This design comes from an exercise in tuning for small area on the open sky130 flow, not from production work.
Only simulation tests tie the RTL to the original design; equivalence was not proved.
The clock input has no modelled driver; a real chip could not lean on it and would need a root buffer or a full tree.
Power is estimated from default activity; no workload was simulated.

// seeg_top
module seeg_top (
    input  logic                      clk,
    input  logic                      config_done_reset_flag,
    input  logic                      record_start,
    input  logic                      record_stop,
    input  logic                      zcheck_start,
    input  seeg_pkg::zscale_t         zcheck_scale,
    input  logic                      record_ready,
    input  logic                      zcheck_ready,
    output logic                      busy,
    output logic                      zcheck_done,
    output seeg_pkg::record_frame_t   record_frame,
    output logic                      record_valid,
    output seeg_pkg::zcheck_block_t   zcheck_block,
    output seeg_pkg::chan_t           zcheck_channel,
    output logic                      zcheck_valid
);
clock: 5.0 ns
lec_check: 0
abc_area: 1
cap_margin: 20
core_margin: 2
core_utilization: 40
cts_buf_list: sky130_fd_sc_hd__clkbuf_4
cts_cluster_diameter: 20
slew_margin: 20
standard.sh (not shown) runs the stock make flow with config.mk's settings and CLKGATE_MAP_FILE= SYNTH_SCRIPT=/design/flow/synth_recipe.tcl, a recipe that flattens the netlist after the stock synthesis.
==> flow/flow/run.sh <==
#!/bin/bash
# Standard synthesis and layout, with two changes to how the layout is built:
# port buffers use the smallest buffer, and constant outputs share the
# synthesis's tie cells instead of one tie cell per port.
set -euo pipefail
export SKIP_REPAIR_TIE_FANOUT=1
export BUFFER_PORTS_ARGS="-buffer_cell sky130_fd_sc_hd__buf_1"
bash standard.sh synth > synth.log 2>&1
bash standard.sh > layout.log 2>&1
==> next run, changes <==
CTS_BUF_LIST = sky130_fd_sc_hd__clkbuf_4 sky130_fd_sc_hd__clkbuf_8   (was sky130_fd_sc_hd__clkbuf_4)
CTS_CLUSTER_DIAMETER = unset   (was 20)
What happened: The changed run completed without violations; routed wire length climbs by 0.42%; design area came out higher by 1.2%; power is higher by 7.1%; sequential cell count does not change; clock-buffer cell count does not change; maximum frequency goes up by 1.8%; combinational power stays flat; final cell count stays the same; synthesized cell count does not change.
==> next run, changes <==
==> flow/flow/run.sh (replaced) <==
#!/bin/bash
# The standard synthesis and layout, with these changes to how they are
# done: ABC maps the logic with an area-recovery script (flow/area.abc) in
# place of ORFS's; port buffers use the smallest buffer; constant outputs
# share the synthesis's tie cells instead of one tie cell per port.
set -euo pipefail
work=$PWD
export SKIP_REPAIR_TIE_FANOUT=1
export BUFFER_PORTS_ARGS="-buffer_cell sky130_fd_sc_hd__buf_1"
export MY_ABC_SCRIPT=$work/flow/area.abc
{
  cat <<'TCL'
proc abc {args} {
  set i [lsearch -exact $args -script]
  if {$i >= 0} { lset args [expr {$i + 1}] $::env(MY_ABC_SCRIPT) }
  puts "abc script replaced: abc $args"
  yosys abc {*}$args
}
TCL
  cat synth_recipe.tcl
} > own_synth.tcl
sed "s#SYNTH_SCRIPT=[^ ]*#SYNTH_SCRIPT=$work/own_synth.tcl#" standard.sh > own_standard.sh
bash own_standard.sh synth > synth.log 2>&1
bash own_standard.sh > layout.log 2>&1
==> flow/flow/area.abc (new file) <==
strash
dch -f
amap
topo
buffer -c
upsize -c
dnsize -c
CTS_BUF_LIST = sky130_fd_sc_hd__clkbuf_4   (was sky130_fd_sc_hd__clkbuf_4 sky130_fd_sc_hd__clkbuf_8)
CTS_CLUSTER_DIAMETER = 20   (was unset)
After rerunning: Total power drops by 17%. Final cell count is lower by 5.5%. Worst setup slack improved by 0.016 ns.


== job 5245 ==
The RTL this note starts from:
==> flow/design.v <==
`timescale 1ns/1ps
package seeg_pkg;
    localparam int RHD_CHANNELS = 8;
    localparam int RHS_CHANNELS = 4;
    localparam int ZCHECK_SAMPLES = 8;  
    localparam int CONFIG_WORDS = 10;
    localparam int RHD_CLOCK_DIV = 2;  
    localparam int RHS_CLOCK_DIV = 1;
    localparam int RHD_SEED = 0;
    localparam int RHS_SEED = 128;
    typedef logic [15:0] sample_t;
    typedef logic [3:0] chan_t;  
    typedef logic [1:0] zscale_t;  
    typedef sample_t [RHD_CHANNELS-1:0] rhd_frame_t;
    typedef sample_t [RHS_CHANNELS-1:0] rhs_frame_t;
    typedef struct packed {
        rhs_frame_t rhs;
        rhd_frame_t rhd;
    } record_frame_t;
    typedef sample_t [ZCHECK_SAMPLES-1:0] zcheck_block_t;
    typedef enum logic [1:0] {
        op_config,
        op_record,
        op_zcheck
    } engine_op_e;
endpackage
`timescale 1ns/1ps
`timescale 1ns/1ps
`timescale 1ns/1ps
`timescale 1ns/1ps
module seeg_top (
    input  logic                      clk,
    input  logic                      config_done_reset_flag,
    input  logic                      record_start,
    input  logic                      record_stop,
    input  logic                      zcheck_start,
    input  seeg_pkg::zscale_t         zcheck_scale,
    input  logic                      record_ready,
    input  logic                      zcheck_ready,
    output logic                      busy,
    output logic                      zcheck_done,
    output seeg_pkg::record_frame_t   record_frame,
    output logic                      record_valid,
    output seeg_pkg::zcheck_block_t   zcheck_block,
    output seeg_pkg::chan_t           zcheck_channel,
    output logic                      zcheck_valid
);
    typedef enum logic [2:0] {
        s_ready     = 3'b000,
        s_cfg_close = 3'b001,
        s_run       = 3'b010,
        s_push      = 3'b011,
        s_cfg_open  = 3'b101,
        s_run1      = 3'b110,
        s_push1     = 3'b111
    } state_t;
    state_t state;
    logic [4:0] tmr;        
    logic zcheck_mode;
    logic stop_pending;     
    logic [9:0] frame_n;    
    logic [9:0] frame_n2;   
    logic [1:0] scale_q;    
    logic mode_bit;         
    logic capture;
    logic [1:0] zscale;     
    logic first, in_run, in_push, in_cfg;
    logic rhs_next, last_ch;
    logic done_now, tmr_clear;
    logic rec_take, z_take, take;
    localparam logic [4:0] T0 = 5'b01001;
    assign busy = state != s_ready;
    assign stop_pending = mode_bit;
    assign scale_q[0] = mode_bit;
    assign capture = in_run && tmr[3] && tmr[0] && !tmr[4];
    assign first = state[2];
    assign in_run = state[1] && !state[0];
    assign in_push = state[1] && state[0];
    assign in_cfg = !state[1] && state[0];
    assign rhs_next = (zcheck_channel[3] && !(zcheck_channel[1] && zcheck_channel[0]))
                   || (zcheck_channel[2] && zcheck_channel[1] && zcheck_channel[0]);
    assign last_ch = zcheck_channel[3] && zcheck_channel[1] && !zcheck_channel[0];
    assign rec_take = in_push && !zcheck_mode && (!record_valid || record_ready);
    assign z_take = in_push && zcheck_mode && (!zcheck_valid || zcheck_ready);
    assign take = rec_take || z_take;
    always_comb begin
        if (in_cfg)
            done_now = first ? tmr[4] && tmr[2] && tmr[1]        
                             : tmr[3] && tmr[2] && tmr[0];       
        else if (in_run)
            done_now = (zcheck_mode && rhs_next) ? tmr[3] && tmr[1]   
                                                 : tmr[2] && !tmr[1] && tmr[0];  
        else
            done_now = 1'b0;
    end
    assign zcheck_done = state == s_ready && zcheck_mode && !tmr[0];
    assign tmr_clear = config_done_reset_flag || state == s_ready || take
                     || (done_now && state != s_cfg_close);
    always_ff @(posedge clk) begin
        if (config_done_reset_flag) begin
            state <= s_ready;
            record_valid <= 1'b0;
            zcheck_valid <= 1'b0;
        end else begin
            if (rec_take) record_valid <= 1'b1;
            else if (record_ready) record_valid <= 1'b0;
            if (z_take) zcheck_valid <= 1'b1;
            else if (zcheck_ready) zcheck_valid <= 1'b0;
            case (state)
                s_ready: if (record_start || zcheck_start) state <= s_cfg_open;
                s_cfg_open: if (done_now) state <= s_run1;
                s_cfg_close: if (done_now) state <= s_ready;
                s_run: if (done_now) state <= s_push;
                s_run1: if (done_now) state <= s_push1;
                s_push, s_push1: begin
                    if (take) state <= (zcheck_mode ? last_ch : stop_pending) ? s_cfg_close : s_run;
                end
                default: state <= s_ready;
            endcase
        end
    end
    always_ff @(posedge clk) begin
        tmr <= tmr_clear ? T0 : {tmr[3:0], !(tmr[4] ^ tmr[2])};
        if (state == s_ready) zcheck_mode <= !record_start;
        if (state == s_ready) mode_bit <= 1'b0;
        else if (!zcheck_mode) mode_bit <= mode_bit || record_stop;
        else if (capture) mode_bit <= zcheck_scale[0];
        if (capture) scale_q[1] <= zcheck_scale[1];
        if (rec_take) frame_n[0] <= !first && !frame_n[0];
        if (rec_take && (first || frame_n[0])) frame_n[9:1] <= first ? 9'd0 : frame_n2[9:1];
        if (config_done_reset_flag) zcheck_channel <= 4'd11;
        else if (z_take) begin
            zcheck_channel[0] <= !zcheck_channel[0];
            zcheck_channel[1] <= zcheck_channel[1] ^ zcheck_channel[0];
            zcheck_channel[2] <= (zcheck_channel[2] ^ (zcheck_channel[1] && zcheck_channel[0]))
                              && !zcheck_channel[3];
            zcheck_channel[3] <= rhs_next;
        end
        if (z_take) zscale <= scale_q;
    end
    logic [191:0] frame_w;
    logic [127:0] block_w;
    assign record_frame = frame_w;
    assign zcheck_block = block_w;
    logic [9:1] carry2;
    assign carry2[1] = 1'b1;
    for (genvar i = 2; i <= 9; i++) begin : g_carry
        assign carry2[i] = carry2[i-1] && frame_n[i-1];
    end
    assign frame_n2 = {frame_n[9:1] ^ carry2, frame_n[0]};
    for (genvar c = 0; c < seeg_pkg::RHD_CHANNELS; c++) begin : g_rhd
        assign frame_w[16*c +: 16] = {frame_n, 6'(c)};
    end
    for (genvar c = 0; c < seeg_pkg::RHS_CHANNELS; c++) begin : g_rhs
        assign frame_w[128 + 16*c +: 16] = {frame_n2, 6'(c)};
    end
    for (genvar k = 0; k < seeg_pkg::ZCHECK_SAMPLES; k++) begin : g_z
        assign block_w[16*k +: 16] =
            16'({zcheck_channel[3], 1'b0, zcheck_channel[2:0], 3'(k)}) << zscale;
    end
endmodule
==> flow/config.mk <==
export PLATFORM = sky130hd
export DESIGN_NAME = seeg_top
export DESIGN_NICKNAME = seeg_top
export VERILOG_FILES = /design/flow/design.v
export SDC_FILE = /design/flow/constraint.sdc
export NUM_CORES = 4
export LEC_CHECK = 0
export ABC_AREA = 1
export CAP_MARGIN = 5
export CORE_MARGIN = 2
export CORE_UTILIZATION = 40
export SLEW_MARGIN = 5
==> flow/constraint.sdc <==
create_clock -name core_clock -period 5.0 [get_ports {clk}]
set_input_delay 1.0000 -clock core_clock [delete_from_list [all_inputs] [get_ports {clk}]]
set_output_delay 1.0000 -clock core_clock [all_outputs]
set_load 0.01 [all_outputs]
==> flow/flow/run.sh <==
#!/bin/bash
# The standard synthesis and layout, with these changes to how they are
# done:
# - ABC maps the logic, adders included, with each of the area-recovery
#   scripts in flow/abc/ and the smallest mapping is kept (flow/best_abc.tcl),
#   in place of ORFS's one script; the registers are not touched;
# - port buffers use the smallest buffer;
# - constant outputs share the synthesis's tie cells instead of one tie cell
#   per port;
# - the clock tree is one level of buffers driven by the clock port
#   (flow/simple_cts.tcl).
# Each tool's full output is in synth.log and layout.log here, and ORFS's
# step logs under orfs/logs/.
set -euo pipefail
work=$PWD
export SKIP_REPAIR_TIE_FANOUT=1
export BUFFER_PORTS_ARGS="-buffer_cell sky130_fd_sc_hd__buf_1"
export PRE_CTS_TCL=$work/flow/simple_cts.tcl
export SIMPLE_CTS_PORT=clk SIMPLE_CTS_MAX_SLEW=0.115
export SIMPLE_CTS_OPTIONS="3:sky130_fd_sc_hd__clkbuf_4 1:sky130_fd_sc_hd__clkbuf_16 2:sky130_fd_sc_hd__clkbuf_8 4:sky130_fd_sc_hd__clkbuf_4 3:sky130_fd_sc_hd__clkbuf_8 4:sky130_fd_sc_hd__clkbuf_8"
export MY_ABC_DIR=$work/flow/abc
mkdir -p $work/abc_stats
export MY_ABC_TMP=$work/abc_stats
{ cat flow/best_abc.tcl; cat synth_recipe.tcl; } > own_synth.tcl
sed "s#SYNTH_SCRIPT=[^ ]*#SYNTH_SCRIPT=$work/own_synth.tcl#" standard.sh > own_standard.sh
bash own_standard.sh synth > synth.log 2>&1
bash own_standard.sh > layout.log 2>&1
==> flow/flow/abc/f01.abc <==
strash
fraig
dch -f
amap -m -F 8 -A 16 -C 2000
topo
dnsize -c
==> flow/flow/abc/f05.abc <==
strash
fraig
dch -f
amap -m -F 4 -A 8
strash
fraig
dch -f
amap -m -F 4 -A 8
topo
dnsize -c
==> flow/flow/abc/f06.abc <==
strash
fraig
scorr
dch -f
amap -m -F 4 -A 8
topo
dnsize -c
==> flow/flow/simple_cts.tcl <==
rename clock_tree_synthesis orfs_clock_tree_synthesis

proc simple_cts_build {clknet sinks nbuf master {seed 0}} {
  set block [ord::get_db_block]
  set n [llength $sinks]
  set xs {}; set ys {}
  foreach it $sinks {
    set box [[$it getInst] getBBox]
    lappend xs [expr {([$box xMin] + [$box xMax]) / 2}]
    lappend ys [expr {([$box yMin] + [$box yMax]) / 2}]
  }
  # k-means, seeded with sinks spread along one of four sort orders
  set keys {}
  for {set i 0} {$i < $n} {incr i} {
    set x [lindex $xs $i]; set y [lindex $ys $i]
    switch [expr {$seed % 4}] {
      0 { lappend keys $x }
      1 { lappend keys $y }
      2 { lappend keys [expr {$x + $y}] }
      3 { lappend keys [expr {$x - $y}] }
    }
  }
  set order [lsort -integer -indices $keys]
  set cx {}; set cy {}
  for {set k 0} {$k < $nbuf} {incr k} {
    set i [lindex $order [expr {int(($k + 0.5) * $n / $nbuf)}]]
    lappend cx [lindex $xs $i]; lappend cy [lindex $ys $i]
  }
  for {set iter 0} {$iter < 50} {incr iter} {
    set assign {}
    for {set i 0} {$i < $n} {incr i} {
      set best 0; set bd 1e30
      for {set k 0} {$k < $nbuf} {incr k} {
        set d [expr {abs([lindex $xs $i] - [lindex $cx $k]) + abs([lindex $ys $i] - [lindex $cy $k])}]
        if {$d < $bd} { set bd $d; set best $k }
      }
      lappend assign $best
    }
    for {set k 0} {$k < $nbuf} {incr k} {
      set sx 0; set sy 0; set c 0
      for {set i 0} {$i < $n} {incr i} {
        if {[lindex $assign $i] == $k} { incr c; incr sx [lindex $xs $i]; incr sy [lindex $ys $i] }
      }
      if {$c > 0} { lset cx $k [expr {$sx / $c}]; lset cy $k [expr {$sy / $c}] }
    }
  }
  set made {}
  for {set k 0} {$k < $nbuf} {incr k} {
    set inst [odb::dbInst_create $block $master "clkbuf_simple_$k"]
    set net [odb::dbNet_create $block "clknet_simple_$k"]
    $net setSigType CLOCK
    [$inst findITerm A] connect $clknet
    [$inst findITerm X] connect $net
    $inst setLocation [lindex $cx $k] [lindex $cy $k]
    $inst setPlacementStatus PLACED
    set c 0
    for {set i 0} {$i < $n} {incr i} {
      if {[lindex $assign $i] == $k} {
        set it [lindex $sinks $i]
        $it disconnect
        $it connect $net
        incr c
      }
    }
    puts "simple_cts: clkbuf_simple_$k drives $c sinks at ([lindex $cx $k], [lindex $cy $k])"
    lappend made $inst $net
  }
  return $made
}

proc simple_cts_undo {clknet sinks made} {
  foreach it $sinks { $it disconnect; $it connect $clknet }
  foreach {inst net} $made {
    odb::dbInst_destroy $inst
    odb::dbNet_destroy $net
  }
}

proc simple_cts_worst_slew {sinks} {
  estimate_parasitics -placement
  set worst 0
  foreach it $sinks {
    set pin [get_pins [[$it getInst] getName]/[[$it getMTerm] getName]]
    foreach p {slew_max_rise slew_max_fall} {
      set s [get_property $pin $p]
      if {$s > $worst} { set worst $s }
    }
  }
  return $worst
}

proc clock_tree_synthesis {args} {
  set block [ord::get_db_block]
  set clknet [[$block findBTerm $::env(SIMPLE_CTS_PORT)] getNet]
  set sinks {}
  foreach it [$clknet getITerms] {
    if {[$it isInputSignal]} { lappend sinks $it }
  }
  set_propagated_clock [all_clocks]
  foreach option $::env(SIMPLE_CTS_OPTIONS) {
    lassign [split $option :] nbuf cell
    set master [[ord::get_db] findMaster $cell]
    # try each seeding and keep the one with the least worst slew
    set best_seed -1
    set best_worst 1e30
    for {set seed 0} {$seed < 4} {incr seed} {
      set made [simple_cts_build $clknet $sinks $nbuf $master $seed]
      set worst [simple_cts_worst_slew $sinks]
      puts "simple_cts: $nbuf x $cell, seeding $seed, worst estimated slew $worst"
      simple_cts_undo $clknet $sinks $made
      if {$worst < $best_worst} { set best_worst $worst; set best_seed $seed }
    }
    if {$best_worst <= $::env(SIMPLE_CTS_MAX_SLEW)} {
      simple_cts_build $clknet $sinks $nbuf $master $best_seed
      set worst [simple_cts_worst_slew $sinks]
      puts "simple_cts: kept $nbuf x $cell, seeding $best_seed, worst estimated slew $worst"
      $clknet setSigType CLOCK
      return
    }
  }
  puts "simple_cts: falling back to clock_tree_synthesis $args"
  orfs_clock_tree_synthesis {*}$args
}
Other scripts of this flow, unchanged in this note and not shown: flow/flow/abc/a01.abc, flow/flow/abc/a02.abc, flow/flow/abc/a05.abc, flow/flow/abc/a06.abc, flow/flow/abc/a07.abc, flow/flow/abc/a09.abc, flow/flow/abc/a10.abc, flow/flow/abc/a12.abc, flow/flow/best_abc.tcl
Inputs modified between job 5245 and job 4032:
diff --git a/flow/flow/run.sh b/flow/flow/run.sh
--- a/flow/flow/run.sh
+++ b/flow/flow/run.sh
@@ -17,6 +17,5 @@
 export BUFFER_PORTS_ARGS="-buffer_cell sky130_fd_sc_hd__buf_1"
 export PRE_CTS_TCL=$work/flow/simple_cts.tcl
-export SIMPLE_CTS_PORT=clk SIMPLE_CTS_MAX_SLEW=0.115
-export SIMPLE_CTS_OPTIONS="3:sky130_fd_sc_hd__clkbuf_4 1:sky130_fd_sc_hd__clkbuf_16 2:sky130_fd_sc_hd__clkbuf_8 4:sky130_fd_sc_hd__clkbuf_4 3:sky130_fd_sc_hd__clkbuf_8 4:sky130_fd_sc_hd__clkbuf_8"
+export SIMPLE_CTS_PORT=clk SIMPLE_CTS_N=2 SIMPLE_CTS_BUF=sky130_fd_sc_hd__clkbuf_8 SIMPLE_CTS_MAX_SLEW=0.110
 export MY_ABC_DIR=$work/flow/abc
 mkdir -p $work/abc_stats
diff --git a/flow/flow/simple_cts.tcl b/flow/flow/simple_cts.tcl
--- a/flow/flow/simple_cts.tcl
+++ b/flow/flow/simple_cts.tcl
@@ -1,5 +1,5 @@
 rename clock_tree_synthesis orfs_clock_tree_synthesis
 
-proc simple_cts_build {clknet sinks nbuf master {seed 0}} {
+proc simple_cts_build {clknet sinks nbuf master} {
   set block [ord::get_db_block]
   set n [llength $sinks]
@@ -10,16 +10,6 @@
     lappend ys [expr {([$box yMin] + [$box yMax]) / 2}]
   }
-  # k-means, seeded with sinks spread along one of four sort orders
-  set keys {}
-  for {set i 0} {$i < $n} {incr i} {
-    set x [lindex $xs $i]; set y [lindex $ys $i]
-    switch [expr {$seed % 4}] {
-      0 { lappend keys $x }
-      1 { lappend keys $y }
-      2 { lappend keys [expr {$x + $y}] }
-      3 { lappend keys [expr {$x - $y}] }
-    }
-  }
-  set order [lsort -integer -indices $keys]
+  # k-means, seeded with sinks spread along the sorted x order
+  set order [lsort -integer -indices $xs]
   set cx {}; set cy {}
   for {set k 0} {$k < $nbuf} {incr k} {
@@ -92,4 +82,5 @@
 proc clock_tree_synthesis {args} {
   set block [ord::get_db_block]
+  set master [[ord::get_db] findMaster $::env(SIMPLE_CTS_BUF)]
   set clknet [[$block findBTerm $::env(SIMPLE_CTS_PORT)] getNet]
   set sinks {}
@@ -98,24 +89,13 @@
   }
   set_propagated_clock [all_clocks]
-  foreach option $::env(SIMPLE_CTS_OPTIONS) {
-    lassign [split $option :] nbuf cell
-    set master [[ord::get_db] findMaster $cell]
-    # try each seeding and keep the one with the least worst slew
-    set best_seed -1
-    set best_worst 1e30
-    for {set seed 0} {$seed < 4} {incr seed} {
-      set made [simple_cts_build $clknet $sinks $nbuf $master $seed]
-      set worst [simple_cts_worst_slew $sinks]
-      puts "simple_cts: $nbuf x $cell, seeding $seed, worst estimated slew $worst"
-      simple_cts_undo $clknet $sinks $made
-      if {$worst < $best_worst} { set best_worst $worst; set best_seed $seed }
-    }
-    if {$best_worst <= $::env(SIMPLE_CTS_MAX_SLEW)} {
-      simple_cts_build $clknet $sinks $nbuf $master $best_seed
-      set worst [simple_cts_worst_slew $sinks]
-      puts "simple_cts: kept $nbuf x $cell, seeding $best_seed, worst estimated slew $worst"
+  for {set nbuf $::env(SIMPLE_CTS_N)} {$nbuf <= 4} {incr nbuf} {
+    set made [simple_cts_build $clknet $sinks $nbuf $master]
+    set worst [simple_cts_worst_slew $sinks]
+    puts "simple_cts: $nbuf x $::env(SIMPLE_CTS_BUF) for [llength $sinks] sinks, worst estimated slew $worst"
+    if {$worst <= $::env(SIMPLE_CTS_MAX_SLEW)} {
       $clknet setSigType CLOCK
       return
     }
+    simple_cts_undo $clknet $sinks $made
   }
   puts "simple_cts: falling back to clock_tree_synthesis $args"
removed: flow/flow/abc/f01.abc
removed: flow/flow/abc/f05.abc
removed: flow/flow/abc/f06.abc
==> notes.md <==
Setup WNS job 5245 -> job 4032: better. Compared with job 5245, job 4032 shows a higher wire length of the first global-routing pass. As far as number of diodes added for antenna fixing goes, job 5245 and job 4032 are indistinguishable; the numbers are identical. [diff] remaining max-slew budget at the tightest pin, job 4032 relative to job 5245: improvement. Post-synthesis compound-gate area fraction delta (job 5245 -> job 4032): insignificant. Taking job 5245 as the reference, in job 4032 sequential power ~0 delta; horizontal extent of the die ~0 delta; detailed-route wire length +about 3.6%. Via count in job 4032 is 7 above job 5245. Job 4032: all stages complete, timing, DRC and antenna checks passed. Job 4032 vs job 5245 — register-to-register slack dropped 0.14 ns.
Relative to job 4032, the following input files were edited for job 986:
diff --git a/flow/flow/run.sh b/flow/flow/run.sh
--- a/flow/flow/run.sh
+++ b/flow/flow/run.sh
@@ -17,5 +17,6 @@
 export BUFFER_PORTS_ARGS="-buffer_cell sky130_fd_sc_hd__buf_1"
 export PRE_CTS_TCL=$work/flow/simple_cts.tcl
-export SIMPLE_CTS_PORT=clk SIMPLE_CTS_N=2 SIMPLE_CTS_BUF=sky130_fd_sc_hd__clkbuf_8 SIMPLE_CTS_MAX_SLEW=0.110
+export SIMPLE_CTS_PORT=clk SIMPLE_CTS_MAX_SLEW=0.118
+export SIMPLE_CTS_OPTIONS="3:sky130_fd_sc_hd__clkbuf_4 1:sky130_fd_sc_hd__clkbuf_16 2:sky130_fd_sc_hd__clkbuf_8 4:sky130_fd_sc_hd__clkbuf_4 3:sky130_fd_sc_hd__clkbuf_8 4:sky130_fd_sc_hd__clkbuf_8"
 export MY_ABC_DIR=$work/flow/abc
 mkdir -p $work/abc_stats
==> flow/flow/abc/f01.abc (new file) <==
strash
fraig
dch -f
amap -m -F 8 -A 16 -C 2000
topo
dnsize -c
==> flow/flow/abc/f05.abc (new file) <==
strash
fraig
dch -f
amap -m -F 4 -A 8
strash
fraig
dch -f
amap -m -F 4 -A 8
topo
dnsize -c
==> flow/flow/abc/f06.abc (new file) <==
strash
fraig
scorr
dch -f
amap -m -F 4 -A 8
topo
dnsize -c
diff --git a/flow/flow/simple_cts.tcl b/flow/flow/simple_cts.tcl
--- a/flow/flow/simple_cts.tcl
+++ b/flow/flow/simple_cts.tcl
@@ -82,5 +82,4 @@
 proc clock_tree_synthesis {args} {
   set block [ord::get_db_block]
-  set master [[ord::get_db] findMaster $::env(SIMPLE_CTS_BUF)]
   set clknet [[$block findBTerm $::env(SIMPLE_CTS_PORT)] getNet]
   set sinks {}
@@ -89,8 +88,10 @@
   }
   set_propagated_clock [all_clocks]
-  for {set nbuf $::env(SIMPLE_CTS_N)} {$nbuf <= 4} {incr nbuf} {
+  foreach option $::env(SIMPLE_CTS_OPTIONS) {
+    lassign [split $option :] nbuf cell
+    set master [[ord::get_db] findMaster $cell]
     set made [simple_cts_build $clknet $sinks $nbuf $master]
     set worst [simple_cts_worst_slew $sinks]
-    puts "simple_cts: $nbuf x $::env(SIMPLE_CTS_BUF) for [llength $sinks] sinks, worst estimated slew $worst"
+    puts "simple_cts: $nbuf x $cell for [llength $sinks] sinks, worst estimated slew $worst"
     if {$worst <= $::env(SIMPLE_CTS_MAX_SLEW)} {
       $clknet setSigType CLOCK
--- outcome ---
- Job 986 and job 4032 ended up with roughly the same sequential share of cell area.
- On hold slack, the lower figure sits with job 986, not job 4032.
- | cell area after layout | lower: job 986 |
diff inputs: job 986 => job 5545
Settings: CELL_PAD_IN_SITES_GLOBAL_PLACEMENT newly set to 0; PLACE_DENSITY newly set to 0.9; CELL_PAD_IN_SITES_DETAIL_PLACEMENT newly set to 0.
diff --git a/flow/flow/run.sh b/flow/flow/run.sh
--- a/flow/flow/run.sh
+++ b/flow/flow/run.sh
@@ -17,5 +17,5 @@
 export BUFFER_PORTS_ARGS="-buffer_cell sky130_fd_sc_hd__buf_1"
 export PRE_CTS_TCL=$work/flow/simple_cts.tcl
-export SIMPLE_CTS_PORT=clk SIMPLE_CTS_MAX_SLEW=0.118
+export SIMPLE_CTS_PORT=clk SIMPLE_CTS_MAX_SLEW=0.115
 export SIMPLE_CTS_OPTIONS="3:sky130_fd_sc_hd__clkbuf_4 1:sky130_fd_sc_hd__clkbuf_16 2:sky130_fd_sc_hd__clkbuf_8 4:sky130_fd_sc_hd__clkbuf_4 3:sky130_fd_sc_hd__clkbuf_8 4:sky130_fd_sc_hd__clkbuf_8"
 export MY_ABC_DIR=$work/flow/abc
--- outcome ---
A end point of the critical path of record_frame[159] is what job 986 shows, while record_frame[191] belongs to job 5545. Summary of job 5545 over job 986: final critical-path required period dropped 0.061 ns; post-detailed-routing wire length climbed about 2.2%; utilization barely changed; overall power after layout climbed about 0.7%; fraction of the mapped netlist area in simple logic gates barely changed.
The following lists how job 1649 was set up differently from job 5545:
Settings: clearing CELL_PAD_IN_SITES_DETAIL_PLACEMENT, which used to be 0; clearing PLACE_DENSITY, which used to be 0.9; clearing CELL_PAD_IN_SITES_GLOBAL_PLACEMENT, which used to be 0.
==> comparison <==
The fraction of area in multi-input gates was comparable across job 5545 and job 1649. Detailed route, job 1649 vs job 5545: via total lower for job 1649. Register-to-register slack: job 1649 worse than job 5545. Status: sequential share of layout area parity (job 1649, job 5545). Job 5545 and job 1649 ended up with nearly the same core occupancy in the finished layout. Summary — hold slack, job 1649 relative to job 5545: lower, by 0.018 ns. met1 track demand over resource in global routing for job 1649: 2.7 points down relative to job 5545.
## Diff of input files: job 702 against job 1649
Settings: swapping 5 for 0 in CAP_MARGIN; swapping 5 for 0 in SLEW_MARGIN.
diff --git a/flow/flow/run.sh b/flow/flow/run.sh
--- a/flow/flow/run.sh
+++ b/flow/flow/run.sh
@@ -17,6 +17,5 @@
 export BUFFER_PORTS_ARGS="-buffer_cell sky130_fd_sc_hd__buf_1"
 export PRE_CTS_TCL=$work/flow/simple_cts.tcl
-export SIMPLE_CTS_PORT=clk SIMPLE_CTS_MAX_SLEW=0.115
-export SIMPLE_CTS_OPTIONS="3:sky130_fd_sc_hd__clkbuf_4 1:sky130_fd_sc_hd__clkbuf_16 2:sky130_fd_sc_hd__clkbuf_8 4:sky130_fd_sc_hd__clkbuf_4 3:sky130_fd_sc_hd__clkbuf_8 4:sky130_fd_sc_hd__clkbuf_8"
+export SIMPLE_CTS_PORT=clk SIMPLE_CTS_N=2 SIMPLE_CTS_BUF=sky130_fd_sc_hd__clkbuf_8 SIMPLE_CTS_MAX_SLEW=0.110
 export MY_ABC_DIR=$work/flow/abc
 mkdir -p $work/abc_stats
diff --git a/flow/flow/simple_cts.tcl b/flow/flow/simple_cts.tcl
--- a/flow/flow/simple_cts.tcl
+++ b/flow/flow/simple_cts.tcl
@@ -82,4 +82,5 @@
 proc clock_tree_synthesis {args} {
   set block [ord::get_db_block]
+  set master [[ord::get_db] findMaster $::env(SIMPLE_CTS_BUF)]
   set clknet [[$block findBTerm $::env(SIMPLE_CTS_PORT)] getNet]
   set sinks {}
@@ -88,10 +89,8 @@
   }
   set_propagated_clock [all_clocks]
-  foreach option $::env(SIMPLE_CTS_OPTIONS) {
-    lassign [split $option :] nbuf cell
-    set master [[ord::get_db] findMaster $cell]
+  for {set nbuf $::env(SIMPLE_CTS_N)} {$nbuf <= 4} {incr nbuf} {
     set made [simple_cts_build $clknet $sinks $nbuf $master]
     set worst [simple_cts_worst_slew $sinks]
-    puts "simple_cts: $nbuf x $cell for [llength $sinks] sinks, worst estimated slew $worst"
+    puts "simple_cts: $nbuf x $::env(SIMPLE_CTS_BUF) for [llength $sinks] sinks, worst estimated slew $worst"
     if {$worst <= $::env(SIMPLE_CTS_MAX_SLEW)} {
       $clknet setSigType CLOCK
removed: flow/flow/abc/f01.abc
removed: flow/flow/abc/f05.abc
removed: flow/flow/abc/f06.abc
Notes after the runs:
Job 702 went all the way through synthesis, placement and routing and the layout is clean on timing, DRC and antenna.
Status: growth of design area from synthesis to finish parity (job 702, job 1649)
Minimum setup slack in the final design was lower in job 1649 than in job 702.
From job 1649 to job 702 the numbers moved as follows: worst supply voltage drop on vdd went down about 2.5%; finished layout cell area held; core utilization held; ratio of final minimum period to clock period went down 0.19 points.
No run of this note takes its clock network from TritonCTS; it comes from the design's own scripts or RTL.

-- static timing again, ports no longer ideal --
No port has a modelled driver above. Below, the same layouts with a new extraction and two added sets of constraints. Step 1: set_driving_cell puts a clkbuf_16 on clk and a buf_2 on each other input, an assumption about the parent block. Step 2 also shifts input and output timing later by t, the mid clock arrival at the registers, as if the neighbouring blocks saw the same clock. Slacks: ideal ports / drivers / drivers and shift; pairs: ideal ports / drivers.
run	shift t [ns]	setup WS [ns]	worst setup path at the end	worst register clock-pin slew, ns
the first run of note 1	0.354	1.630 / 1.604 / 1.958	register to output	0.11 / 0.11
the second run of note 1	0.306	1.691 / 1.661 / 1.967	register to output	0.07 / 0.07
the third run of note 1	0.358	1.708 / 1.678 / 2.036	register to output	0.11 / 0.11
job 5245	0.195	1.663 / 1.620 / 1.815	register to output	0.10 / 0.10
job 4032	0.194	1.673 / 1.631 / 1.689	input to register	0.10 / 0.10
job 986	0.208	1.625 / 1.581 / 1.789	register to output	0.11 / 0.11
job 5545	0.194	1.686 / 1.636 / 1.806	input to register	0.09 / 0.09
job 1649	0.195	1.663 / 1.621 / 1.815	register to output	0.10 / 0.10
job 702	0.194	1.673 / 1.631 / 1.689	input to register	0.10 / 0.10
After both steps setup and hold are still met in every run listed.
